Context: an optimization exercise on an open-source flow, tuned for small area. The choices shown serve that exercise and are no tape-out recipe. Function was checked by simulation only, so behaviour that the tests miss may differ from the original. Power is estimated from default activity; no workload was simulated.

== try-delta ==
==> flow/design.v (excerpt) <==
module averaged_current_sense (
  input  wire logic        clk,
  input  wire logic        rst,
  input  wire logic        s_valid,
  output logic             s_ready,
  input  wire logic [1:0]  s_channel,
  input  wire logic        s_kind,
  input  wire logic [11:0] s_sample,
  output logic             r_valid,
  input  wire logic        r_ready,
  output logic [1:0]       r_channel,
  output logic             r_kind,
  output logic [11:0]      r_average,
  output logic [19:0]      r_current_ma,
  input  wire logic        cfg_we,
  input  wire logic [1:0]  cfg_index,
  input  wire logic [15:0] cfg_data
);
Size in the first run: about 790 cells after synthesis, about 10000 sq um of cells after synthesis.
export LEC_CHECK = 0
export CAP_MARGIN = 20
export CORE_MARGIN = 2
export CORE_UTILIZATION = 40
export SLEW_MARGIN = 20
create_clock -name core_clock -period 8.5 [get_ports {clk}]
standard.sh (not shown) runs the stock make flow with config.mk's settings and CLKGATE_MAP_FILE= SYNTH_SCRIPT=/design/flow/synth_recipe.tcl, a recipe that flattens the netlist after the stock synthesis.
==> flow/flow/run.sh <==
#!/bin/bash
# Standard layout (the standard.sh) with two changes passed to ORFS through
# the environment:
#  - the port buffers are sky130_fd_sc_hd__buf_1 instead of the resizer's pick
#  - clock tree synthesis clusters more flip-flops per leaf buffer
set -euo pipefail
export BUFFER_PORTS_ARGS="-buffer_cell sky130_fd_sc_hd__buf_1"
export CTS_ARGS="-sink_clustering_enable -repair_clock_nets -buf_list sky130_fd_sc_hd__clkbuf_16 -sink_clustering_size 22 -sink_clustering_max_diameter 50"
bash standard.sh > standard.log 2>&1
### try-delta -> try-raven
==> flow/flow/run.sh <==
#!/bin/bash
# Layout flow: the standard.sh with these changes.
#  - Synthesis is the standard flow's synthesis script (synth_recipe.tcl, ORFS synth.tcl) with
#    only ABC's script replaced by flow/abc_area.script, an area-oriented mapping.
#    Flip-flops are mapped before ABC runs, so the registers are the standard ones.
#  - The port buffers are sky130_fd_sc_hd__buf_1 instead of the resizer's pick.
#  - Clock tree synthesis clusters more flip-flops per leaf buffer.
# Each ORFS step writes its own log under orfs/logs; make's output goes to
# standard.log.
set -euo pipefail
here=$PWD

# synthesis script: a copy of ORFS's synth.tcl whose abc call uses our script
sed "s#log_cmd abc {\*}\$abc_args#set abc_args [lreplace \$abc_args 1 1 $here/flow/abc_area.script]; log_cmd abc {*}\$abc_args#" \
  "$FLOW_HOME/scripts/synth.tcl" > "$here/synth_area.tcl"
grep -q "abc_area.script" "$here/synth_area.tcl"
sed "s#source \$::env(SCRIPTS_DIR)/synth.tcl#source $here/synth_area.tcl#" \
  "$here/synth_recipe.tcl" > "$here/synth_recipe_area.tcl"
grep -q "synth_area.tcl" "$here/synth_recipe_area.tcl"
sed "s#SYNTH_SCRIPT=[^ ]*#SYNTH_SCRIPT=$here/synth_recipe_area.tcl#" \
  "$here/standard.sh" > "$here/standard_area.sh"
grep -q "synth_recipe_area.tcl" "$here/standard_area.sh"

export BUFFER_PORTS_ARGS="-buffer_cell sky130_fd_sc_hd__buf_1"
export CTS_ARGS="-sink_clustering_enable -repair_clock_nets -buf_list sky130_fd_sc_hd__clkbuf_16 -sink_clustering_size 32 -sink_clustering_max_diameter 80 -dont_use_dummy_load"
bash "$here/standard_area.sh" > "$here/standard.log" 2>&1
==> flow/flow/abc_area.script (new file) <==
&get -n
&st
&dch -f
&nf -R 1000
&st
&syn2
&dch -f
&nf -R 1000
&st
&syn2
&dch -f
&nf -R 1000
&put
topo
stime -c
Notes after the runs:
- Diff try-delta -> try-raven: share of the clock period used by the worst path fell by 0.76 points, routability-driven placement congestion ratio dropped 1.1%, simple logic cell fraction of the synthesized area neither gained nor lost much, x dimension of the die -1.9%.
- Post-layout instance area, try-raven vs try-delta: down by a few percent
Changes in try-xenon relative to try-raven:
==> flow/run.sh (new file) <==
#!/bin/bash
# synth_recipe.tcl (not shown) runs the flow's synth.tcl, then flattens the netlist and writes it again
# the make line also repeats each setting of config.mk as NAME=value (left out here)
make -C /OpenROAD-flow-scripts/flow DESIGN_CONFIG=/design/flow/config.mk WORK_HOME=/design/flow/orfs CLKGATE_MAP_FILE= SYNTH_SCRIPT=/design/flow/synth_recipe.tcl finish
removed: flow/flow/run.sh
removed: flow/flow/abc_area.script
removed: flow/standard.sh
## What came out
try-xenon vs try-raven: proportion of power drawn by the clock network up
Clock network area share: lower on try-raven
try-xenon — post-cts sizing count 8 higher, try-raven as reference
Between try-xenon and try-raven, it is try-xenon whose sequential cell fraction of total power is lower, by 0.3 points.
Switching power summed over all nets in try-xenon vs try-raven: down 45%
| setup-violating endpoint count in the final report | try-xenon vs try-raven | ≈ equal |
try-xenon: routed wire length higher than try-raven
Source of the critical timing path = s_channel[1]: try-raven; source of the critical timing path = s_kind: try-xenon
try-raven -> try-xenon: count of inserted antenna diode cells delta 0, exact match
diff inputs: try-xenon => try-nickel
--- a/flow/config.mk
+++ b/flow/config.mk
@@ -10 +10,2 @@
-export CORE_UTILIZATION = 40
+export CORE_UTILIZATION = 60
+export CTS_BUF_LIST = sky130_fd_sc_hd__clkbuf_4
Notes after the runs:
- For try-nickel, the launching instance or port of the critical path was s_valid, unlike try-xenon, where it was s_kind.
- Overall power after layout, try-xenon and try-nickel: smaller value in try-nickel
- | register clock-pin slew on the reported worst setup and hold paths | try-nickel vs try-xenon | ≈ equal |
- The layout-stage area growth over the synthesis result in try-nickel sits 2.0 points below the value recorded for try-xenon.
- In try-nickel relative to try-xenon, cell count after placement had gone down by a little under 10%.
- Comparing maximum single-stage delay on the critical path for try-xenon and try-nickel, the smaller number came from try-nickel.
- Relative to try-xenon, power density over the cells has gone down in try-nickel.

[separate check: timing with driven ports]
The results above use ideal ports. As a check the final layouts listed here were re-extracted and re-timed, cells and wires unchanged.
Step 1: set_driving_cell puts a clkbuf_16 on clk and a buf_2 on each other input, an assumption about the parent block.
Step 2 moves the port delays by t, midway between the first and last clock arrival at a register: inputs arrive t later, outputs are due t later. That takes back most of the time a late clock gives input paths.
a / b / c = no drivers / after step 1 / after step 2; a / b = the first two.
run | t, ns | slack for setup (ns) | hold slack, ns
try-delta | 0.571 | 0.312 / 0.339 / -0.232 | 0.316 / 0.316 / 0.316
try-raven | 0.514 | 0.377 / 0.400 / -0.114 | 0.301 / 0.301 / 0.301
try-xenon | 0.571 | 0.378 / 0.400 / -0.172 | 0.321 / 0.321 / 0.321
try-nickel | 0.672 | 0.128 / 0.141 / -0.531 | 0.307 / 0.307 / 0.307
Met with ideal ports but missed after step 2: setup timing in every run listed. The setup slack of try-nickel, which loses most, moves by +0.013 ns with the drivers and by -0.659 ns with both steps.
